This design comes from an exercise in tuning for small area, a short achievable clock period and few clock cycles per item on the open sky130 flow, not from production work.
Where RTL was checked, it was by simulation tests only, not by an equivalence proof against the original.
Only the layout flow was run in runs 1 and 4; the RTL was not checked for function there.
Power is estimated from default activity; no workload was simulated.

$ cat flow/flow/run.sh
#!/bin/bash
set -e
cp standard.sh standard.sh.txt
export BUFFER_PORTS_ARGS="-buffer_cell sky130_fd_sc_hd__buf_4"
bash standard.sh > standard.log 2>&1
$ cat flow/standard.sh
#!/bin/bash
# synth_recipe.tcl (not shown) runs the flow's synth.tcl, then flattens the netlist and writes it again
# the make line also repeats each setting of config.mk as NAME=value (left out here)
make -C /OpenROAD-flow-scripts/flow DESIGN_CONFIG=/design/flow/config.mk WORK_HOME=/design/flow/orfs CLKGATE_MAP_FILE= SYNTH_SCRIPT=/design/flow/synth_recipe.tcl "${@:-finish}"
$ cat flow/config.mk
export PLATFORM = sky130hd
export DESIGN_NAME = sample_fifo_pwm_feeder_top
export DESIGN_NICKNAME = sample_fifo_pwm_feeder_top
export VERILOG_FILES = /design/flow/design.v
export SDC_FILE = /design/flow/constraint.sdc
export NUM_CORES = 4
export LEC_CHECK = 0
export CAP_MARGIN = 20
export CORE_MARGIN = 2
export CORE_UTILIZATION = 50
export CTS_CLUSTER_DIAMETER = 80
export CTS_CLUSTER_SIZE = 25
export PLACE_DENSITY = 0.6
export SETUP_SLACK_MARGIN = 3.2
export SLEW_MARGIN = 20
export SYNTH_HIERARCHICAL = 1
export SYNTH_MINIMUM_KEEP_SIZE = 0
export TNS_END_PERCENT = 5
$ cat flow/constraint.sdc
create_clock -name core_clock -period 6.0 [get_ports {clk}]
set_input_delay 1.2000 -clock core_clock [delete_from_list [all_inputs] [get_ports {clk}]]
set_output_delay 1.2000 -clock core_clock [all_outputs]
set_load 0.01 [all_outputs]
$ cat flow/design.v
package sfpf_pkg;
  localparam int DATA_W = 8;
  localparam int CNT_W  = 9;
  localparam int DEPTH  = 256;
  localparam int AW     = 8;
  localparam logic [DATA_W-1:0] DUTY_RESET  = 8'd240;
  localparam logic [CNT_W-1:0]  LIMIT_RESET = 9'd128;
  localparam logic FUNC_SAMPLE = 1'b0;
  localparam logic FUNC_PERIOD = 1'b1;
endpackage
module sfpf_ram #(
  parameter int WIDTH = 8,
  parameter int ROWS  = 16,
  parameter int COLS  = 16
) (
  input  logic                              clk,
  input  logic                              rst,
  input  logic [ROWS-1:0]                   wrow,
  input  logic [ROWS-1:0]                   wrow_b,
  input  logic [COLS-1:0]                   wcol,
  input  logic [WIDTH-1:0]                  wenc,
  input  logic                              ren,
  input  logic [ROWS-1:0]                   rrow,
  input  logic [1:0][COLS-1:0]              rcol,
  output logic [1:0][WIDTH-1:0]             rdata_enc_n,
  output logic                              parity
);
  localparam int DEPTH = ROWS * COLS;
  logic [DEPTH-1:0][WIDTH-1:0]  cells;
  logic [ROWS-1:0]              w_row, r_row;
  logic [ROWS-1:0][7:0]         w_nrow;
  logic [COLS-1:0]              w_col;
  logic [COLS-1:0][WIDTH-1:0]   wdn;
  always_ff @(posedge clk) begin
    if (rst) parity <= 1'b0;
    else     parity <= ~parity;
  end
  assign w_row  = wrow;
  assign w_col  = wcol;
  for (genvar r = 0; r < ROWS; r++) begin : g_nrow
    for (genvar k = 0; k < 8; k++) begin : g_copy
      sfpf_inv u_inv (
        .a (wrow_b[r]),
        .y (w_nrow[r][k])
      );
    end
  end
  always_comb begin
    for (int c = 0; c < COLS; c++) begin
      wdn[c] = ~(wenc & {WIDTH{w_col[c]}});
    end
  end
  assign r_row = rrow & {ROWS{ren}};
  for (genvar i = 0; i < DEPTH; i++) begin : g_word
    logic wsel;
    assign wsel = w_row[i / COLS] && w_col[i % COLS];
    for (genvar b = 0; b < WIDTH; b++) begin : g_bit
      sfpf_bit u_bit (
        .clk  (clk),
        .sel  (wsel),
        .nsel (w_nrow[i / COLS][(i % COLS) / (COLS / 8)]),
        .wdn  (wdn[i % COLS][b]),
        .q    (cells[i][b])
      );
    end
  end
  logic [WIDTH-1:0][ROWS-1:0] rn;
  for (genvar b = 0; b < WIDTH; b++) begin : g_rd
    for (genvar r = 0; r < ROWS; r++) begin : g_row
      logic [COLS-1:0] d;
      for (genvar c = 0; c < COLS; c++) begin : g_col
        assign d[c] = cells[r * COLS + c][b];
      end
      logic [1:0] h;
      for (genvar k = 0; k < 2; k++) begin : g_half
        sfpf_sel8 u_h (
          .d (d[8 * k +: 8]),
          .s (rcol[b / (WIDTH / 2)][8 * k +: 8]),
          .y (h[k])
        );
      end
      assign rn[b][r] = ~((h[0] | h[1]) & r_row[r]);
    end
    sfpf_or16n #(.N(ROWS)) u_or (
      .a_n (rn[b]),
      .y_n ({rdata_enc_n[1][b], rdata_enc_n[0][b]})
    );
  end
endmodule
module sfpf_bit (
  input  logic clk,
  input  logic sel,
  input  logic nsel,
  input  logic wdn,
  output logic q
);
  always_ff @(posedge clk) begin
    q <= ~((q | sel) & (wdn | nsel));
  end
endmodule
module sfpf_sel8 (
  input  logic [7:0] d,
  input  logic [7:0] s,
  output logic       y
);
  assign y = |(d & s);
endmodule
module sfpf_or16n #(
  parameter int N = 16
) (
  input  logic [N-1:0] a_n,
  output logic [1:0]   y_n
);
  assign y_n[0] = &a_n[N/2-1:0];
  assign y_n[1] = &a_n[N-1:N/2];
endmodule
module sfpf_inv (
  input  logic a,
  output logic y
);
  assign y = ~a;
endmodule
module sfpf_ctrl (
  input  logic                        clk,
  input  logic                        rst,
  input  logic                        req_valid,
  output logic                        req_stall,
  input  logic                        func,
  input  logic [sfpf_pkg::DATA_W-1:0] sample,
  output logic                        rsp_valid,
  input  logic                        rsp_stall,
  output logic                        proc,
  output logic                        proc_func,
  output logic [sfpf_pkg::DATA_W-1:0] proc_sample
);
  logic                        pend_valid, pend_valid_d;
  logic                        rsp_valid_q, rsp_valid_d;
  logic                        pend_func;
  logic [sfpf_pkg::DATA_W-1:0] pend_sample;
  logic                        out_free;
  logic                        take;
  assign out_free    = !rsp_valid_q || !rsp_stall;
  assign take        = req_valid && !pend_valid;
  assign proc        = out_free && (pend_valid || req_valid);
  assign proc_func   = pend_valid ? pend_func   : func;
  assign proc_sample = pend_valid ? pend_sample : sample;
  assign rsp_valid_d  = !rst && (proc || (rsp_valid_q && rsp_stall));
  assign pend_valid_d = !rst && !out_free && (pend_valid || take);
  always_ff @(posedge clk) begin
    rsp_valid_q <= rsp_valid_d;
    pend_valid  <= pend_valid_d;
  end
  sfpf_oreg #(.W(2)) u_out (
    .clk (clk),
    .d   ({rsp_valid_d, pend_valid_d}),
    .q   ({rsp_valid, req_stall})
  );
  always_ff @(posedge clk) begin
    if (take && !out_free) begin
      pend_func   <= func;
      pend_sample <= sample;
    end
  end
endmodule
module sfpf_datapath (
  input  logic                        clk,
  input  logic                        rst,
  input  logic                        proc,
  input  logic                        proc_func,
  input  logic [sfpf_pkg::DATA_W-1:0] proc_sample,
  input  logic                        cfg_wr_en,
  input  logic [sfpf_pkg::CNT_W-1:0]  cfg_wr_data,
  output logic                        accepted,
  output logic [sfpf_pkg::DATA_W-1:0] duty,
  output logic                        duty_updated,
  output logic                        underflow,
  output logic [sfpf_pkg::CNT_W-1:0]  fill_level
);
  localparam int AW   = sfpf_pkg::AW;
  localparam int COLS = 16;
  localparam int ROWS = sfpf_pkg::DEPTH / COLS;
  localparam int DW   = sfpf_pkg::DATA_W;
  logic [AW-1:0]               wr_ptr;
  logic [ROWS-1:0]             rd_row;
  logic [COLS-1:0]             rd_col, rd_col_d, rd_col_b;
  logic [sfpf_pkg::CNT_W-1:0]  count_d;
  logic [sfpf_pkg::CNT_W-1:0]  count;
  logic [sfpf_pkg::CNT_W-1:0]  limit;
  logic                        phase;
  logic [ROWS-1:0]             wb_row, wb_row_b, wb_row_d;
  logic [COLS-1:0]             wb_col;
  logic [DW-1:0]               wb_enc;
  logic                        pinned;
  logic [DW-1:0]               head_enc;
  logic [1:0][DW-1:0]          rdata_enc_n;
  logic                        parity;
  logic empty, store_ok, store, pop, set_uf, is_period, byp;
  logic pop_ok;   
  logic [sfpf_pkg::CNT_W-1:0] count_inc, count_dec, limit_next;
  logic                       ok_inc, ok_dec, ok_same, is_one;
  sfpf_ram #(.WIDTH(DW), .ROWS(ROWS), .COLS(COLS)) u_ram (
    .clk       (clk),
    .rst       (rst),
    .wrow      (wb_row),
    .wrow_b    (wb_row_b),
    .wcol      (wb_col),
    .wenc      (wb_enc),
    .ren       (!empty && !pinned),
    .rrow      (rd_row),
    .rcol      ({rd_col_b, rd_col}),
    .rdata_enc_n (rdata_enc_n),
    .parity    (parity)
  );
  assign count_inc  = count + 1'b1;
  assign count_dec  = count - 1'b1;
  assign limit_next = cfg_wr_en ? cfg_wr_data : limit;
  assign ok_inc     = !count_inc[sfpf_pkg::CNT_W-1] && (count_inc < limit_next);
  assign ok_dec     = !count_dec[sfpf_pkg::CNT_W-1] && (count_dec < limit_next);
  assign ok_same    = !count[sfpf_pkg::CNT_W-1]     && (count     < limit_next);
  assign is_one     = (count == sfpf_pkg::CNT_W'(1));
  assign is_period = proc && (proc_func == sfpf_pkg::FUNC_PERIOD);
  assign store     = proc && (proc_func == sfpf_pkg::FUNC_SAMPLE) && store_ok;
  assign pop       = is_period && pop_ok;
  assign set_uf    = is_period && !phase && empty;
  assign byp       = store && empty;
  always_comb begin
    count_d  = count;
    rd_col_d = rd_col;
    if (rst) begin
      count_d  = '0;
      rd_col_d = COLS'(1);
    end else if (pop) begin
      count_d  = count_dec;
      rd_col_d = {rd_col[COLS-2:0], rd_col[COLS-1]};
    end else if (store) begin
      count_d  = count_inc;
    end
  end
  sfpf_oreg #(.W(sfpf_pkg::CNT_W)) u_fill (
    .clk (clk),
    .d   (count_d),
    .q   (fill_level)
  );
  sfpf_oreg #(.W(COLS)) u_rcol_b (
    .clk (clk),
    .d   (rd_col_d),
    .q   (rd_col_b)
  );
  always_ff @(posedge clk) begin
    if (rst) begin
      wr_ptr    <= '0;
      rd_row    <= ROWS'(1);
      empty     <= 1'b1;
      store_ok  <= 1'b1;
      limit     <= sfpf_pkg::LIMIT_RESET;
      phase     <= 1'b0;
      pop_ok    <= 1'b0;
      duty      <= sfpf_pkg::DUTY_RESET;
      underflow <= 1'b0;
      pinned    <= 1'b0;
    end else begin
      if (cfg_wr_en) begin
        limit <= cfg_wr_data;
      end
      if (is_period) begin
        phase  <= !phase;
        pop_ok <= phase && !empty;
      end else if (store) begin
        pop_ok <= !phase;
      end
      if (pop) begin
        duty      <= head_enc ^ {DW{~parity}};
        underflow <= 1'b0;
        if (rd_col[COLS-1]) begin
          rd_row <= {rd_row[ROWS-2:0], rd_row[ROWS-1]};
        end
        empty     <= is_one;
        store_ok  <= ok_dec;
      end else if (set_uf) begin
        underflow <= 1'b1;
        store_ok  <= ok_same;
      end else if (store) begin
        empty    <= 1'b0;
        store_ok <= ok_inc;
        wr_ptr   <= wr_ptr + 1'b1;
      end else begin
        store_ok <= ok_same;
      end
      pinned   <= byp;
    end
  end
  always_comb begin
    for (int r = 0; r < ROWS; r++) begin
      wb_row_d[r] = !rst && store && (wr_ptr[AW-1:AW-4] == r[3:0]);
    end
  end
  always_ff @(posedge clk) begin
    count  <= count_d;
    rd_col <= rd_col_d;
    wb_row <= wb_row_d;
  end
  sfpf_oreg #(.W(ROWS)) u_wrow_b (
    .clk (clk),
    .d   (wb_row_d),
    .q   (wb_row_b)
  );
  always_ff @(posedge clk) begin
    if (proc) begin
      accepted     <= store;
      duty_updated <= pop;
    end
    wb_enc <= proc_sample ^ {DW{parity}};
    for (int c = 0; c < COLS; c++) begin
      wb_col[c] <= (wr_ptr[3:0] == c[3:0]);
    end
    head_enc <= ~rdata_enc_n[0] | ~rdata_enc_n[1]
              | (~head_enc & {DW{pinned}})
              | ((proc_sample ^ {DW{parity}}) & {DW{byp}});
  end
endmodule
module sfpf_oreg #(
  parameter int W = 1
) (
  input  logic         clk,
  input  logic [W-1:0] d,
  output logic [W-1:0] q
);
  always_ff @(posedge clk) begin
    q <= d;
  end
endmodule
module sample_fifo_pwm_feeder_top (
  input  logic              clk,
  input  logic              rst,
  input  logic              req_valid,
  output logic              req_stall,
  input  logic              func,
  input  logic [sfpf_pkg::DATA_W-1:0] sample,
  output logic              rsp_valid,
  input  logic              rsp_stall,
  output logic              accepted,
  output logic [sfpf_pkg::DATA_W-1:0] duty,
  output logic              duty_updated,
  output logic              underflow,
  output logic [sfpf_pkg::CNT_W-1:0]  fill_level,
  input  logic              cfg_wr_en,
  input  logic [sfpf_pkg::CNT_W-1:0]  cfg_wr_data
);
  logic                        proc;
  logic                        proc_func;
  logic [sfpf_pkg::DATA_W-1:0] proc_sample;
  sfpf_ctrl u_ctrl (
    .clk         (clk),
    .rst         (rst),
    .req_valid   (req_valid),
    .req_stall   (req_stall),
    .func        (func),
    .sample      (sample),
    .rsp_valid   (rsp_valid),
    .rsp_stall   (rsp_stall),
    .proc        (proc),
    .proc_func   (proc_func),
    .proc_sample (proc_sample)
  );
  sfpf_datapath u_datapath (
    .clk          (clk),
    .rst          (rst),
    .proc         (proc),
    .proc_func    (proc_func),
    .proc_sample  (proc_sample),
    .cfg_wr_en    (cfg_wr_en),
    .cfg_wr_data  (cfg_wr_data),
    .accepted     (accepted),
    .duty         (duty),
    .duty_updated (duty_updated),
    .underflow    (underflow),
    .fill_level   (fill_level)
  );
endmodule
==> results.txt, run 1 <==
outcome=finished clean; Avg Cell Area, Syn=10.9 um^2; die height=389 um; full die area=0.151 mm^2; Post-synth EDFFs=11; vias per cell=7.68; combinational family with the most area after synthesis=compound AO/OA/AOI/OAI gates; simple-gate share of the synthesized area=6.93%; sequential cell area=0.0447 mm^2; vias in the first global route=63600; post-synthesis mux area share=0.301%; Initial Util=50.3%; Synth cell types=66; Slew Viols, Final=0; Leakage=0.0283 uW; Period minus WS final=3110 ps; fill count=12900; Iteration-0 DRC Markers=10900; critical path arrival=3790 ps; Post-CTS Hold Fix Bufs=0; total of max-cap violations=0; share of layout cells above drive strength 1=8.20%; Fin. Hold Viols=0; area delta synth->final=9.50%; Synth area leader=dfxtp_1; Clock Sinks=2225; H-tree depth=3; IO Pins=45; post-synthesis sequential area ratio=60.3%; adder-cell share of the synthesized area=0.524%; worst slew pin tran=1190 ps; Crit. End Element=register; Max VDD drop=0.000227 V; post-route design area=0.0811 mm^2; Synth Cell Area=0.0740 mm^2; Worst Reg2Reg Path Length in Cells=7; Final period util=51.8%; PortBufs=44; CP Launch Type=register; DR vias=68900; Synth top area share=59.9%; clock slew at reported path FFs=100 ps; RSZ-0062 raised after global routing=true; gr usage total=44.6%; chip width=389 um; min-delay src=u_datapath.u_ram.g_word[142].g_bit[0].u_bit.q$_DFF_P_; most frequent cells in the layout=dfxtp_1, o22ai_1, a22oi_1, nand4_1, buf_4; Syn Nets=6830; first-pass GRT wire length=482 mm; sink of the worst hold path=u_datapath.u_ram.g_word[142].g_bit[0].u_bit.q$_DFF_P_; most area-consuming cells after synthesis=dfxtp_1, o22ai_1, a22oi_1, nand4_1, and2_1; worst setup path startpoint=u_datapath.u_rcol_b.q[8]$_DFF_P_; total power draw=24600 uW; worst skew pair latency=810 ps; xor and xnor area share after synthesis=0.480%; CP required=6680 ps; dpl hpwl=222 mm; final wirelength=351 mm; Synth Flop Type=dfxtp_1; post-synthesis register bit count=2225; Fin Clk Skew=50.4 ps; DRC=0; gate count of the mapped netlist=6776; most common cell after layout, fill and taps aside=dfxtp_1; fin util=55.0%; Synth Area in Compound Gates=29.8%; origin of the critical flop-to-flop path=u_datapath.u_rcol_b.q[8]$_DFF_P_; maximum clock rate=322 MHz; CTS Buf Count=108; flop-to-flop setup slack=2890 ps; CTS tree=built; Pre-antenna DRT Iters=12; HP Class=register to register; row cnt=141; clk buf depth=3; largest net degree at the start of global routing=90; drt wl/cell=39.1 um; synthesis warning total=13; max_slew headroom=20.8%; post-route ant nets=0; ys async rst share=0%; setup tns final=0 ps; hold path cells=1; initial antenna violation count=17; placed cell areas=0.0776 mm^2; grt ovf=0; Core Box Area=0.147 mm^2; Root Buffer=clkbuf_16; Setup Crit Path Kind=register to register; worst flop-to-flop path endpoint=u_datapath.head_enc[6]$_DFF_P_; PwrDens=304 mW/mm^2; Setup violations, final=0; multi-input logic area=0.0283 mm^2; nets=7044; Crit Path Max Fanout=36; GP Congestion=0.989
per-module statistics from Yosys (local to each module, per instance), a selection:
| module | flops+latches | area, um^2 | cells inside | copies in the design |
|---|---|---|---|---|
| sfpf_datapath | 122 | 5110 | 546 | 1 |
| sfpf_ctrl | 11 | 490 | 27 | 1 |
| sfpf_sel8 | 0 | 36.3 | 5 | 256 |
| sfpf_bit | 1 | 26.3 | 2 | 2048 |
| sfpf_inv | 0 | 3.75 | 1 | 128 |
worst max path at each step:
stage,cells after the start,endpoint,slack [ps]
final,7,u_datapath.head_enc[6]$_DFF_P_,2890
after global routing,7,u_datapath.head_enc[1]$_DFF_P_,2990
after CTS,7,u_datapath.head_enc[4]$_DFF_P_,3030
after detailed placement,7,u_datapath.u_fill.q[1]$_DFF_P_,2190
after global placement,9,u_datapath.rd_row[6]$_SDFFE_PP0P_,2300
after floorplan,7,u_datapath.store_ok$_SDFF_PP1_,3200
area by class of cell:
| class | count | area share, % |
|---|---|---|
| timing repair buffer | 232 | 2.24 |
| inverter | 137 | 0.637 |
| clock inverter | 34 | 0.531 |
| clock buffer | 124 | 3.59 |
| tap | 1930 | 2.98 |
| sequential | 2225 | 55.1 |
| antenna | 10 | 0.0309 |
| multi-input combinational | 4286 | 34.9 |
sequential cells by signal (all words and copies together) (netlist names), 9 cells and up:
register	flops
u_datapath.u_ram.g_word.g_bit.u_bit.q	2048
u_datapath.rd_col	16
u_datapath.rd_row	16
u_datapath.u_rcol_b.q	16
u_datapath.u_wrow_b.q	16
u_datapath.wb_col	16
u_datapath.wb_row	16
u_datapath.count	9
u_datapath.limit	9
u_datapath.u_fill.q	9
per-stage QoR:
step                      worst slack [ps]  hold WS [ps]  cells
after CTS                             3030           450   8968
after floorplan                       3200           383   6776
after detailed placement              2190           438   8806
after global placement                2300           430   8806
after global routing                  2990           458   8969
final                                 2890           447   8978
power breakdown:
part	leakage (uW)	total, uW	switching (uW)	internal [uW]
clock network	0.00164	8790	5050	3740
logic	0.00797	840	583	257
registers	0.0187	15000	138	14900
per-layer routing:
metal  up-vias  wire (um)  track usage [%]
met1     33900     131000             58.2
met4         8      31800             33.5
li1      28200          -                -
met3      1279      50200             15.5
met2      5478     138000             60.2
met5         -         79                0
cells by family (layout without fill, tap and decap cells):
group,Yosys count,count (layout)
AOI/OAI and AO/OA,3298,3298
DFF,2225,2225
and+or+nand+nor,901,901
buffers and inverters,265,527
xor gates and xnor gates,38,38
adders and majority gates,31,31
muxes,18,18
other,0,10
cells in the mapped netlist, types with 9 or more instances:
library cell / n
o2111ai_1: 9
and2_2: 112
dfxtp_1: 2214
nor2_1: 59
xor2_1: 24
buf_6: 17
buf_2: 45
buf_1: 11
ha_1: 31
clkbuf_2: 21
o211ai_1: 129
nand2_1: 220
clkbuf_1: 33
nand3_1: 11
a22oi_1: 1027
nand4_1: 293
a21oi_1: 49
edfxtp_1: 11
o22ai_1: 2050
and2_1: 158
inv_1: 136
xnor2_1: 11
timing repair:
item	CTS	global route
pin swaps	1	10
setup buffers	4	0
hold endpoints to repair	0	0
endpoints found under the setup margin	94	35
resized for setup	8	26
gates cloned	0	0
worst max-delay path, stage by stage (launching register included):
cell and delay (ps):
dfxtp_4 530, buf_4 380, a22oi_1 320, nand4_1 380, o211ai_1 290, nand4_1 540, nor2_2 360, o2111ai_1 130
==> run 2, diff against run 1 <==
--- a/flow/design.v
+++ b/flow/design.v
@@ -17,5 +17,4 @@
   input  logic                              rst,
   input  logic [ROWS-1:0]                   wrow,
-  input  logic [ROWS-1:0]                   wrow_b,
   input  logic [COLS-1:0]                   wcol,
   input  logic [WIDTH-1:0]                  wenc,
@@ -28,6 +27,7 @@
   localparam int DEPTH = ROWS * COLS;
   logic [DEPTH-1:0][WIDTH-1:0]  cells;
-  logic [ROWS-1:0]              w_row, r_row;
+  logic [ROWS-1:0]              r_row;
   logic [ROWS-1:0][7:0]         w_nrow;
+  logic [COLS-1:0]              w_ncol;
   logic [COLS-1:0]              w_col;
   logic [COLS-1:0][WIDTH-1:0]   wdn;
@@ -36,10 +36,9 @@
     else     parity <= ~parity;
   end
-  assign w_row  = wrow;
   assign w_col  = wcol;
   for (genvar r = 0; r < ROWS; r++) begin : g_nrow
     for (genvar k = 0; k < 8; k++) begin : g_copy
       sfpf_inv u_inv (
-        .a (wrow_b[r]),
+        .a (wrow[r]),
         .y (w_nrow[r][k])
       );
@@ -52,7 +51,13 @@
   end
   assign r_row = rrow & {ROWS{ren}};
+  for (genvar c = 0; c < COLS; c++) begin : g_ncol
+    sfpf_inv u_inv (
+      .a (wcol[c]),
+      .y (w_ncol[c])
+    );
+  end
   for (genvar i = 0; i < DEPTH; i++) begin : g_word
     logic wsel;
-    assign wsel = w_row[i / COLS] && w_col[i % COLS];
+    assign wsel = !(w_nrow[i / COLS][(i % COLS) / (COLS / 8)] || w_ncol[i % COLS]);
     for (genvar b = 0; b < WIDTH; b++) begin : g_bit
       sfpf_bit u_bit (
@@ -188,5 +193,5 @@
   logic [sfpf_pkg::CNT_W-1:0]  limit;
   logic                        phase;
-  logic [ROWS-1:0]             wb_row, wb_row_b, wb_row_d;
+  logic [ROWS-1:0]             wb_row, wb_row_d;
   logic [COLS-1:0]             wb_col;
   logic [DW-1:0]               wb_enc;
@@ -203,5 +208,4 @@
     .rst       (rst),
     .wrow      (wb_row),
-    .wrow_b    (wb_row_b),
     .wcol      (wb_col),
     .wenc      (wb_enc),
@@ -300,9 +304,4 @@
     wb_row <= wb_row_d;
   end
-  sfpf_oreg #(.W(ROWS)) u_wrow_b (
-    .clk (clk),
-    .d   (wb_row_d),
-    .q   (wb_row_b)
-  );
   always_ff @(posedge clk) begin
     if (proc) begin
==> run 2 against run 1 <==
Compared with the run above:
- global-route usage shrank 0.76 points
- die area fell by 1.4%
- final area decreased by 1.1%
- total power is 0.30% lower
- largest power group unchanged
- clock-buffer cell count decreased by 5
- synthesized cell count did not move
- largest cell class unchanged
- hold slack about the same
==> results.txt, run 2 <==
most area-consuming cells after synthesis=dfxtp_1, o22ai_1, a22oi_1, nand4_1, nor2_1 (was dfxtp_1, o22ai_1, a22oi_1, nand4_1, and2_1); Syn Nets=6830 (unchanged); grt ovf=0 (unchanged); gr usage total=43.8% (was 44.6%); first-pass GRT wire length=464 mm (was 482 mm); metal2 WL=133 mm (was 138 mm); IO Pins=45 (unchanged); Initial Util=50.3% (about the same); Synth area leader=dfxtp_1 (unchanged); total power draw=24600 uW (about the same); chip width=386 um (was 389 um); gate count of the mapped netlist=6776 (unchanged); Comb power frac=3.4% (about the same); Biggest register=u_datapath.u_ram.g_word.g_bit.u_bit.q (unchanged); Setup violations, final=0 (unchanged); M1 wire length=129 mm (was 131 mm); Iteration-0 DRC Markers=10800 (was 10900); PwrDens=306 mW/mm^2 (was 304 mW/mm^2); clock network fraction of total power=35.9% (was 35.7%); Post-CTS Setup Inserts=0 (was 4); total of max-cap violations=0 (unchanged); Crit. End Element=register (unchanged); vias in the first global route=61700 (was 63600); Avg Cell Area, Syn=10.8 um^2 (was 10.9 um^2); Pre-antenna DRT Iters=7 (was 12); worst slew pin tran=1290 ps (was 1190 ps); CTS tree=built (unchanged); vias per cell=7.57 (was 7.68); Fin Clk Skew=40.5 ps (was 50.4 ps); Setup Crit Path Kind=register to register (unchanged); RSZ-0062 raised after global routing=true (unchanged); max_slew headroom=13.6% (was 20.8%); share of layout cells above drive strength 1=6.68% (was 8.20%); outcome=finished clean (unchanged); setup tns final=0 ps (unchanged); met3 wire length=46.6 mm (was 50.2 mm); CTS Buf Count=108 (unchanged); largest net degree at the start of global routing=97 (was 90); Synth cell types=65 (was 66); initial antenna violation count=7 (was 17); final wirelength=339 mm (was 351 mm); critical path arrival=3700 ps (was 3790 ps); post-route ant nets=0 (unchanged); dpl hpwl=219 mm (was 222 mm); drt wl/cell=37.8 um (was 39.1 um); Clock Sinks=2209 (was 2225); synthesis warning total=13 (unchanged); Root Buffer=clkbuf_16 (unchanged); most common cell after layout, fill and taps aside=dfxtp_1 (unchanged); Leakage=0.0275 uW (was 0.0283 uW); Sw Pwr=5800 uW (was 5770 uW); die height=386 um (was 389 um); Slew Viols, Final=0 (unchanged); Crit Path Max Fanout=36 (unchanged); Synth Flop Type=dfxtp_1 (unchanged); nets=7045 (was 7044); fin util=55.2% (was 55.0%); GP Congestion=0.972 (was 0.989); most frequent cells in the layout=dfxtp_1, o22ai_1, a22oi_1, nor2_1, nand4_1 (was dfxtp_1, o22ai_1, a22oi_1, nand4_1, buf_4); clock slew at reported path FFs=90 ps (was 100 ps); worst skew pair latency=830 ps (was 810 ps); H-tree depth=3 (unchanged); post-synthesis register bit count=2209 (was 2225); post-synthesis sequential area ratio=60.7% (was 60.3%); max reg flops=2048 (unchanged); maximum clock rate=330 MHz (was 322 MHz); clk buf depth=3 (unchanged); DRC=0 (unchanged); top sig layer=met5 (unchanged); most common cell in the netlist=dfxtp_1 (unchanged); Post-synth top cells=dfxtp_1, o22ai_1, a22oi_1 (unchanged); Final period util=50.5% (was 51.8%); Net Sw Frac=23.6% (was 23.4%); full die area=0.149 mm^2 (was 0.151 mm^2); ys async rst share=0% (unchanged); HP Class=register to register (unchanged); Post-synth EDFFs=11 (unchanged); PortBufs=44 (unchanged); Synth top area share=60.3% (was 59.9%); Core Box Area=0.145 mm^2 (was 0.147 mm^2); Flop pwr share=60.6% (was 60.9%); CP Launch Type=register (unchanged); Int Power=18800 uW (was 18900 uW); area delta synth->final=9.82% (was 9.50%); CP required=6670 ps (was 6680 ps); Synth Cell Area=0.0730 mm^2 (was 0.0740 mm^2); row cnt=140 (was 141); Period minus WS final=3030 ps (was 3110 ps); DR vias=67900 (was 68900); Max VDD drop=0.000236 V (was 0.000227 V); Fin. Hold Viols=0 (unchanged)
run 2: cell count changes after synthesis, moves of 5 or more:
cell,before,now
dfxtp_1,2214,2198
buf_1,11,16
buf_2,45,32
nor2_1,59,315
inv_1,136,152
and2_1,158,14
and2_2,112,0
run 2: worst max-delay path: stages (launching register included):
cell and delay, ps:
dfxtp_4 510, buf_6 280, a22oi_1 360, nand4_1 450
o211ai_1 350, nand4_1 390, nor2_1 360, o2111ai_1 150
run 2: timing repair:
action	in CTS	in global routing
endpoints found under the hold margin	0	0
hold buffers	0	0
setup endpoints to repair	45	15
pin swaps	16	28
gates resized for setup	25	43
run 2: final cells by class:
type	instances	area, um^2
fill	12700	65100
sequential	2209	44400
multi-input combinational	4286	27500
clock buffer	119	2800
tap	1917	2400
timing repair buffer	233	1880
clock inverter	46	609
inverter	153	581
antenna	5	12.5
run 2: worst paths after layout:
path                                                               from                                                    end  slack (ps)  depth (start not counted)
hold / removal    u_datapath.u_ram.g_word[164].g_bit[0].u_bit.q$_DFF_P_  u_datapath.u_ram.g_word[164].g_bit[0].u_bit.q$_DFF_P_         450                          1
setup / recovery                          u_datapath.rd_col[10]$_DFF_P_                         u_datapath.head_enc[2]$_DFF_P_        2970                          7
hold reg to reg   u_datapath.u_ram.g_word[164].g_bit[0].u_bit.q$_DFF_P_  u_datapath.u_ram.g_word[164].g_bit[0].u_bit.q$_DFF_P_         450                          1
setup reg to reg                          u_datapath.rd_col[10]$_DFF_P_                         u_datapath.head_enc[2]$_DFF_P_        2970                          7
run 2: power by group through the flow:
| stage | Sequential, uW | Combinational [uW] | Clock [uW] |
|---|---|---|---|
| after floorplan | 15200 | 475 | 0 |
| after global placement | 15200 | 787 | 0 |
| after detailed placement | 15200 | 789 | 0 |
| after CTS | 14900 | 793 | 8790 |
| after global routing | 14900 | 853 | 9300 |
| final | 14900 | 847 | 8820 |
run 2: cell families (layout without fill, tap and decap cells):
family                   Yosys count  count (layout)  share of synthesized area (%)
other                              0               5                              0
flip-flops                      2209            2209                           60.7
AO/OA/AOI/OAI                   3298            3298                           30.3
buffers and inverters            281             551                           1.72
multiplexers                      18              18                          0.305
AND/OR/NAND/NOR                  901             901                           5.96
adder cells (fa/ha/maj)           31              31                          0.531
XOR/XNOR                          38              38                          0.487
run 2: stage by stage:
step           hold slack [ps]  area (um^2)  instances  worst slack (ps)
3_5_place_dp               438        76500       8798              2230
4_1_cts                    450        80000       8963              3190
2_1_floorplan              383        73000       6776              3200
5_1_grt                    457        80100       8963              3080
3_3_place_gp               430        76500       8798              2250
6_report                   446        80200       8968              2970
run 2: per-layer routing:
metal | track usage [%] | vias up
li1 | - | 28200
met1 | 58.2 | 33500
met2 | 58.9 | 5089
met3 | 14.6 | 1097
met4 | 31.8 | 14
met5 | 0.812 | -
run 2: modules after synthesis (local to each module, per instance), a selection:
module | copies in the design | cells inside
sfpf_ctrl | 1 | 27
sfpf_inv | 144 | 1
sfpf_bit | 2048 | 2
sfpf_datapath | 1 | 546
sfpf_sel8 | 256 | 5
Testbench counts of run 2, summed over its fixed seeds: cycles 24,008, items 24,000.
==> run 3, diff against run 2 <==
--- a/flow/config.mk
+++ b/flow/config.mk
@@ -12,5 +12,5 @@
 export CTS_CLUSTER_SIZE = 25
 export PLACE_DENSITY = 0.6
-export SETUP_SLACK_MARGIN = 3.2
+export SETUP_SLACK_MARGIN = 3.4
 export SLEW_MARGIN = 20
 export SYNTH_HIERARCHICAL = 1
==> run 3 against run 2 <==
Compared with the run above:
- total power down 0.47%
- critical path type unchanged
- die area stayed put
- sequential cell count did not move
- largest cell class unchanged
- final area up 2.3%
- largest power group unchanged
- clock power down 1%
- final cell count increased by 1.1%
- clock-buffer cell count is 3 higher
- combinational power about the same
- via count up 2.1%
- highest routed layer unchanged
- area after synthesis unchanged
==> results.txt, run 3 <==
flop-to-flop setup slack=3130 ps (was 2970 ps); full die area=0.149 mm^2 (unchanged); placed cell areas=0.0765 mm^2 (about the same); Setup Crit Path Kind=register to register (unchanged); Int Power=18700 uW (was 18800 uW); Iteration-0 DRC Markers=11700 (was 10800); Net Sw Frac=23.4% (was 23.6%); drt wl/cell=38.7 um (was 37.8 um); multi-input logic area=0.0278 mm^2 (was 0.0275 mm^2); post-route design area=0.0820 mm^2 (was 0.0802 mm^2); final wirelength=351 mm (was 339 mm); post-route ant nets=0 (unchanged); max reg flops=2048 (unchanged); most common cell in the netlist=dfxtp_1 (unchanged); CTS Buf Count=108 (unchanged); Max VDD drop=0.000239 V (was 0.000236 V); RSZ-0062 raised after global routing=true (unchanged); Flop pwr share=60.9% (was 60.6%); clock network fraction of total power=35.6% (was 35.9%); Fin. Hold Viols=0 (unchanged); PortBufs=44 (unchanged); cell count after placement=8788 (was 8798); Crit. End Element=register (unchanged); Fin Clk Skew=50.4 ps (was 40.5 ps); CP required=6680 ps (was 6670 ps); Pre-antenna DRT Iters=10 (was 7); Period minus WS final=2870 ps (was 3030 ps); total of max-cap violations=0 (unchanged); DR vias=69300 (was 67900); Root Buffer=clkbuf_16 (unchanged); gate count of the mapped netlist=6776 (unchanged); gr usage total=44.0% (was 43.8%); die height=386 um (unchanged); Syn Nets=6830 (unchanged); HP Class=register to register (unchanged); Sw Pwr=5730 uW (was 5800 uW); vias in the first global route=62100 (was 61700); H-tree depth=3 (unchanged); Crit Path Max Fanout=48 (was 36); CP Launch Type=register (unchanged); worst flop-to-flop path endpoint=u_datapath.head_enc[1]$_DFF_P_ (was u_datapath.head_enc[2]$_DFF_P_); post-route non-filler standard cell count=9065 (was 8968); first-pass GRT wire length=467 mm (was 464 mm); Comb power frac=3.5% (was 3.4%); max_slew headroom=16.8% (was 13.6%); clock slew at reported path FFs=110 ps (was 90 ps); setup tns final=0 ps (unchanged); critical path arrival=3550 ps (was 3700 ps); worst skew pair latency=790 ps (was 830 ps); Post-synth top cells=dfxtp_1, o22ai_1, a22oi_1 (unchanged); PwrDens=298 mW/mm^2 (was 306 mW/mm^2); grt ovf=0 (unchanged); area delta synth->final=12.4% (was 9.82%); synthesis warning total=13 (unchanged); nets=7144 (was 7045); sequential cell area=0.0444 mm^2 (about the same); Post-synth EDFFs=11 (unchanged); origin of the critical flop-to-flop path=u_datapath.rd_col[0]$_DFF_P_ (was u_datapath.rd_col[10]$_DFF_P_); initial antenna violation count=10 (was 7); most frequent cells in the layout=dfxtp_1, o22ai_1, a22oi_1, nor2_1, nand4_1 (unchanged); largest net degree at the start of global routing=97 (unchanged); Avg Cell Area, Syn=10.8 um^2 (unchanged); Synth top area share=60.3% (unchanged); Synth cell types=65 (unchanged); Leakage=0.0284 uW (was 0.0275 uW); row cnt=140 (unchanged); Biggest register=u_datapath.u_ram.g_word.g_bit.u_bit.q (unchanged); Initial Util=50.3% (unchanged); Slew Viols, Final=0 (unchanged); Synth Flop Type=dfxtp_1 (unchanged); worst slew pin tran=1250 ps (was 1290 ps); Setup violations, final=0 (unchanged); Final period util=47.8% (was 50.5%); Synth Cell Area=0.0730 mm^2 (unchanged); most area-consuming cells after synthesis=dfxtp_1, o22ai_1, a22oi_1, nand4_1, nor2_1 (unchanged); IO Pins=45 (unchanged); CTS tree=built (unchanged); maximum clock rate=349 MHz (was 330 MHz); worst hold slack=447 ps (was 446 ps); Worst Reg2Reg Path Length in Cells=7 (unchanged); outcome=finished clean (unchanged); clk buf depth=3 (unchanged); post-synthesis register bit count=2209 (unchanged); most common cell after layout, fill and taps aside=dfxtp_1 (unchanged); share of layout cells above drive strength 1=8.93% (was 6.68%); ys async rst share=0% (unchanged); GP Congestion=0.997 (was 0.972); Post-CTS Hold Fix Bufs=0 (unchanged); CP endpoint=u_datapath.head_enc[1]$_DFF_P_ (was u_datapath.head_enc[2]$_DFF_P_); worst setup path startpoint=u_datapath.rd_col[0]$_DFF_P_ (was u_datapath.rd_col[10]$_DFF_P_); chip width=386 um (unchanged); Core Box Area=0.145 mm^2 (unchanged); vias per cell=7.65 (was 7.57); dpl hpwl=216 mm (was 219 mm); post-synthesis sequential area ratio=60.7% (unchanged); Clock Sinks=2209 (unchanged); Synth area leader=dfxtp_1 (unchanged); fill count=12700 (about the same); DRC=0 (unchanged)
## run 3: cell count changes in the layout (fill, tap and decap cells not counted), moves of 5 or more
cell / delta
buf_16: +10
a22oi_1: -42
nor2_4: +5
a22oi_2: +42
buf_4: +39
dfxtp_2: -8
nand2_2: +20
dfxtp_4: +11
clkbuf_16: +26
buf_8: +5
nand2_1: -20
clkbuf_4: +6
buf_12: +17
## run 3: cell type report
cell class              instances  area share [%]
repair inverters                1         0.00610
clock inverters                40           0.526
inverters                     153           0.715
clock buffers                 122            3.52
diodes                          6          0.0183
multi-input cells            4288            33.9
repair buffers                329            4.20
well taps                    1917            2.92
flip-flops and latches       2209            54.2
## run 3: metal layers
metal	part of all wire (%)	GRT usage, %	vias to the layer above	routed length, um
li1	-	-	28400	-
met1	38	58.8	34100	132000
met2	38	58.4	5550	134000
met3	15	16.0	1306	53300
met4	8.7	30.8	26	30400
met5	0.089	0.780	-	313
## run 3: worst max-delay path, cell delays in order (launching register included)
cell	delay, ps
dfxtp_4	410
buf_12	200
a22oi_2	240
nand4_1	310
o211ai_1	810
nand4_1	450
nor2_1	190
o2111ai_1	110
## run 3: kinds of logic after synthesis
group | after synthesis | synth area share [%]
and+or+nand+nor | 901 | 5.96
muxes | 18 | 0.305
adders and majority gates | 31 | 0.531
AOI/OAI and AO/OA | 3298 | 30.3
buffers and inverters | 281 | 1.72
DFF | 2209 | 60.7
xor gates and xnor gates | 38 | 0.487
## run 3: Yosys stat by module (local to each module, per instance), a selection
module,cells inside,cell area [um^2],times used
sfpf_datapath,546,5110,1
sfpf_ctrl,27,490,1
sfpf_sel8,5,36.3,256
sfpf_bit,2,26.3,2048
sfpf_inv,1,3.75,144
## run 3: power by group through the flow
stage / combinational [uW] / sequential, uW / clock (uW)
final: 847 / 14900 / 8710
after global routing: 856 / 14900 / 9190
after CTS: 789 / 14900 / 8690
after detailed placement: 771 / 15200 / 0
after global placement: 765 / 15200 / 0
after floorplan: 478 / 15200 / 0
## run 3: per-stage QoR
step / power, uW / setup WS [ps] / utilization [%]
final: 24400 / 3130 / 56.5
after global routing: 25000 / 3200 / 56.5
after CTS: 24400 / 3280 / 55.2
after detailed placement: 16000 / 1870 / 52.7
after global placement: 16000 / 1910 / 52.7
after floorplan: 15600 / 3380 / -
## run 3: worst min path at each step
stage	to	slack, ps	from	cells after the start
floorplan	u_datapath.u_ram.parity$_SDFF_PP0_	380	u_datapath.u_ram.parity$_SDFF_PP0_	1
global route	u_datapath.u_ram.g_word[207].g_bit[5].u_bit.q$_DFF_P_	460	u_datapath.u_ram.g_word[207].g_bit[5].u_bit.q$_DFF_P_	1
finish	u_datapath.u_ram.g_word[145].g_bit[1].u_bit.q$_DFF_P_	450	u_datapath.u_ram.g_word[145].g_bit[1].u_bit.q$_DFF_P_	1
detailed placement	u_datapath.u_ram.g_word[127].g_bit[3].u_bit.q$_DFF_P_	440	u_datapath.u_ram.g_word[127].g_bit[3].u_bit.q$_DFF_P_	1
global placement	u_datapath.u_ram.g_word[181].g_bit[2].u_bit.q$_DFF_P_	430	u_datapath.u_ram.g_word[181].g_bit[2].u_bit.q$_DFF_P_	1
CTS	u_datapath.u_ram.g_word[127].g_bit[3].u_bit.q$_DFF_P_	450	u_datapath.u_ram.g_word[127].g_bit[3].u_bit.q$_DFF_P_	1
## run 3: what timing repair did
| action | 4_1_cts | 5_1_grt |
|---|---|---|
| hold endpoints to repair | 0 | 0 |
| resized for setup | 62 | 156 |
| setup buffers | 2 | 81 |
| endpoints found under the setup margin | 112 | 157 |
| pin swaps | 35 | 85 |
| cloned | 3 | 23 |
==> run 4, diff against run 3 <==
--- a/flow/design.v
+++ b/flow/design.v
@@ -21,5 +21,5 @@
   input  logic                              ren,
   input  logic [ROWS-1:0]                   rrow,
-  input  logic [1:0][COLS-1:0]              rcol,
+  input  logic [3:0][COLS-1:0]              rcol,
   output logic [1:0][WIDTH-1:0]             rdata_enc_n,
   output logic                              parity
@@ -81,5 +81,5 @@
         sfpf_sel8 u_h (
           .d (d[8 * k +: 8]),
-          .s (rcol[b / (WIDTH / 2)][8 * k +: 8]),
+          .s (rcol[b / (WIDTH / 4)][8 * k +: 8]),
           .y (h[k])
         );
@@ -188,5 +188,6 @@
   logic [AW-1:0]               wr_ptr;
   logic [ROWS-1:0]             rd_row;
-  logic [COLS-1:0]             rd_col, rd_col_d, rd_col_b;
+  logic [COLS-1:0]             rd_col, rd_col_d;
+  logic [2:0][COLS-1:0]        rd_col_b;
   logic [sfpf_pkg::CNT_W-1:0]  count_d;
   logic [sfpf_pkg::CNT_W-1:0]  count;
@@ -246,9 +247,11 @@
     .q   (fill_level)
   );
-  sfpf_oreg #(.W(COLS)) u_rcol_b (
-    .clk (clk),
-    .d   (rd_col_d),
-    .q   (rd_col_b)
-  );
+  for (genvar k = 0; k < 3; k++) begin : g_rcol
+    sfpf_oreg #(.W(COLS)) u_rcol_b (
+      .clk (clk),
+      .d   (rd_col_d),
+      .q   (rd_col_b[k])
+    );
+  end
   always_ff @(posedge clk) begin
     if (rst) begin
--- a/flow/config.mk
+++ b/flow/config.mk
@@ -12,5 +12,5 @@
 export CTS_CLUSTER_SIZE = 25
 export PLACE_DENSITY = 0.6
-export SETUP_SLACK_MARGIN = 3.4
+export SETUP_SLACK_MARGIN = 3.2
 export SLEW_MARGIN = 20
 export SYNTH_HIERARCHICAL = 1
==> run 4 against run 3 <==
Compared with the run above:
- die area is 0.87% higher
- sequential share of layout area is 1.2 points higher
- core utilization is 0.82 points lower
- final cell count is 0.78% lower
- critical path type unchanged
- wire length is 12% higher
- critical endpoint unchanged
- setup slack worse by 300 ps
- global-route usage is 5.6 points higher
==> results.txt, run 4 <==
Worst path max stage delay=900 ps (was 810 ps); area delta synth->final=10.3% (was 12.4%); dpl hpwl=262 mm (was 216 mm); fin util=55.7% (was 56.5%); Crit. End Element=register (unchanged); Final period util=52.9% (was 47.8%); nets=7065 (was 7144); gr usage total=49.6% (was 44.0%); share of layout cells above drive strength 1=8.23% (was 8.93%); die height=388 um (was 386 um); Setup Crit Path Kind=register to register (unchanged); CP Launch Type=register (unchanged); post-route ant nets=0 (unchanged); Avg Cell Area, Syn=10.8 um^2 (about the same); grt met2 use=59.8% (was 58.4%); row cnt=140 (unchanged); simple-gate share of the synthesized area=5.91% (was 5.96%); vias in the first global route=61100 (was 62100); DRC=0 (unchanged); CP Cell Sequence=buf_4 -> a22oi_1 -> nand4_1 -> o211ai_1 -> nand4_1 -> nor2_4 -> o2111ai_1 (was buf_12 -> a22oi_2 -> nand4_1 -> o211ai_1 -> nand4_1 -> nor2_1 -> o2111ai_1); Sw Pwr=5910 uW (was 5730 uW); GP Congestion=1.13 (was 0.997); clk buf depth=3 (unchanged); most frequent cell on the critical path=nand4_1 (unchanged); Leakage=0.0279 uW (was 0.0284 uW); setup tns final=0 ps (unchanged); Period minus WS final=3170 ps (was 2870 ps); HP Class=register to register (unchanged); CP required=6650 ps (was 6680 ps); Int Power=18900 uW (was 18700 uW); Top delay family on crit path=compound AO/OA/AOI/OAI gates (unchanged); ys async rst share=0% (unchanged); met1 Usage GRT=64.8% (was 58.8%); outcome=finished clean (unchanged); initial antenna violation count=16 (was 10); drt wl/cell=43.6 um (was 38.7 um); Root Buffer=clkbuf_16 (unchanged); IO Pins=45 (unchanged); max_slew headroom=9.41% (was 16.8%); most common cell in the netlist=dfxtp_1 (unchanged); most common cell after layout, fill and taps aside=dfxtp_1 (unchanged); adder-cell share of the synthesized area=0.527% (was 0.531%); Syn Nets=6862 (was 6830); grt ovf=0 (unchanged); Synth top area share=60.6% (was 60.3%); Crit-path slowest cell=a22oi_1 (was o211ai_1); Biggest register=u_datapath.u_ram.g_word.g_bit.u_bit.q (unchanged); gate count of the mapped netlist=6808 (was 6776); post-synthesis sequential area ratio=61.1% (was 60.7%); most area-consuming cells after synthesis=dfxtp_1, o22ai_1, a22oi_1, nand4_1, nor2_1 (unchanged); Initial Util=50.5% (was 50.3%); Iteration-0 DRC Markers=13600 (was 11700); Net Sw Frac=23.8% (was 23.4%); Synth area leader=dfxtp_1 (unchanged); Setup violations, final=0 (unchanged); xor and xnor area share after synthesis=0.483% (was 0.487%); synthesis warning total=13 (unchanged); GR peak layer=met1 (unchanged); top flop regs=u_datapath.u_ram.g_word.g_bit.u_bit.q: 2048 flops, u_datapath.g_rcol.u_rcol_b.q: 48 flops; WP buf/inv=1 (unchanged); CTS Buf Count=110 (was 108); Clock Sinks=2241 (was 2209); largest net degree at the start of global routing=93 (was 97); Comb power frac=3.6% (was 3.5%); worst skew pair latency=800 ps (was 790 ps); PortBufs=44 (unchanged); Post-synth EDFFs=11 (unchanged); clock slew at reported path FFs=100 ps (was 110 ps); Fin. Hold Viols=0 (unchanged); met3 global-route usage=35.7% (was 16.0%); Slew Viols, Final=0 (unchanged); Fin Clk Skew=32.4 ps (was 50.4 ps); Flop pwr share=60.8% (was 60.9%); DR vias=71200 (was 69300); Post-synth top cells=dfxtp_1, o22ai_1, a22oi_1 (unchanged); post-synthesis register bit count=2241 (was 2209); worst slew pin tran=1360 ps (was 1250 ps); first-pass GRT wire length=517 mm (was 467 mm); H-tree depth=3 (unchanged); Post-CTS Hold Fix Bufs=0 (unchanged); most frequent cells in the layout=dfxtp_1, o22ai_1, a22oi_1, nor2_1, nand4_1 (unchanged); maximum clock rate=315 MHz (was 349 MHz); full die area=0.150 mm^2 (was 0.149 mm^2); combinational family with the most area after synthesis=compound AO/OA/AOI/OAI gates (unchanged); vias per cell=7.92 (was 7.65); PwrDens=306 mW/mm^2 (was 298 mW/mm^2); flop-to-flop setup slack=2830 ps (was 3130 ps); post-synthesis mux area share=0.302% (was 0.305%); Core Box Area=0.146 mm^2 (was 0.145 mm^2); critical path arrival=3830 ps (was 3550 ps); Max VDD drop=0.000235 V (was 0.000239 V); Crit Path Max Fanout=34 (was 48); max reg flops=2048 (unchanged); CTS tree=built (unchanged); Synth cell types=65 (unchanged); Synth Cell Area=0.0736 mm^2 (was 0.0730 mm^2); final wirelength=392 mm (was 351 mm); Pre-antenna DRT Iters=10 (unchanged); Synth Area in Compound Gates=30.0% (was 30.3%); RSZ-0062 raised after global routing=true (unchanged); chip width=388 um (was 386 um); clock network fraction of total power=35.5% (was 35.6%); Synth Flop Type=dfxtp_1 (unchanged); total of max-cap violations=0 (unchanged)
## run 4: cell type report
class                      count  area (um^2)
sequential                  2241        45000
clock buffer                 130         2970
multi-input combinational   4286        28200
fill                       12900        64700
timing repair buffer         218         1690
clock inverter                34          395
tap                         1917         2400
timing repair inverter         1         5.00
antenna                       14         35.0
inverter                     153          581
## run 4: metrics by stage
stage                     hold WS [ps]  worst slack (ps)  std cells  cell area, um^2  power (uW)
after floorplan                    383              3200       6808            73600       15900
after global placement             430              1970       8808            76900       16200
after detailed placement           438              1880       8811            77000       16300
after CTS                          450              3000       8979            80400       24700
after global routing               458              3060       8981            81200       25300
final                              448              2830       8994            81200       24800
## run 4: Yosys stat by module, one instance, submodules excluded, excerpt
module         copies in the design  cell area [um^2]
sfpf_bit                       2048              26.3
sfpf_ctrl                         1               490
sfpf_datapath                     1              5110
sfpf_inv                        144              3.75
sfpf_sel8                       256              36.3
## run 4: worst paths after layout
kind	from	endpoint	cells after the start
setup / recovery	u_datapath.rd_col[6]$_DFF_P_	u_datapath.head_enc[1]$_DFF_P_	7
hold / removal	u_datapath.u_ram.g_word[199].g_bit[6].u_bit.q$_DFF_P_	u_datapath.u_ram.g_word[199].g_bit[6].u_bit.q$_DFF_P_	1
setup reg to reg	u_datapath.rd_col[6]$_DFF_P_	u_datapath.head_enc[1]$_DFF_P_	7
hold reg to reg	u_datapath.u_ram.g_word[199].g_bit[6].u_bit.q$_DFF_P_	u_datapath.u_ram.g_word[199].g_bit[6].u_bit.q$_DFF_P_	1
## run 4: logic make-up (layout without fill, tap and decap cells)
group / after synthesis / count (layout)
mux: 18 / 18
compound gates: 3298 / 3298
other cells: 0 / 14
simple gates: 901 / 901
xor+xnor: 38 / 38
fa+ha+maj: 31 / 31
buf+inv: 281 / 536
flops: 2241 / 2241
## run 4: repair_timing
item | in CTS | in global routing
pin swaps | 1 | 40
buffers inserted | 3 | 1
setup endpoints to repair | 76 | 230
gates resized for setup | 3 | 162
gates cloned | 1 | 0
## run 4: power by group through the flow
stage	registers [uW]	clock network [uW]	logic, uW
global placement	15400	0	804
detailed placement	15400	0	810
finish	15100	8830	896
global route	15100	9280	888
CTS	15100	8770	816
floorplan	15400	0	473
## run 4: layer usage
layer  wire length (um)  vias up  part of all wire (%)
li1                   -    28300                     -
met1             147000    35600                    38
met2             138000     6358                    35
met3              81800      984                    21
met4              23500       48                   6.0
met5               1800        -                  0.46

==> static timing again, ports no longer ideal <==
Ports are ideal in the flow. The routed layouts listed here were re-timed in OpenROAD.
Step 1, drivers: a clkbuf_16 drives clk and a buf_2 each remaining input, both assumed.
Step 2 times the ports against the registers' clock, not the clock port: input delays grow and output delays shrink by t, the midpoint of the rising clock arrivals with the driver on.
Three values: no drivers, after step 1, after step 2; two values: the first two.
run	t (ns)	setup WS [ns]	worst hold slack (ns)	worst setup path at the end
run 1	0.874	2.890 / 2.890 / 2.657	0.447 / 0.447 / 0.447	input to register
run 2	0.887	2.969 / 2.969 / 2.646	0.446 / 0.446 / 0.446	input to register
run 3	0.856	3.132 / 3.132 / 2.800	0.447 / 0.447 / 0.447	input to register
run 4	0.862	2.828 / 2.828 / 2.762	0.448 / 0.448 / 0.448	input to register
After both steps setup and hold are still met in every run listed. The setup slack of run 3, which loses most, moves by 0.000 ns with the drivers and by -0.332 ns with both steps.
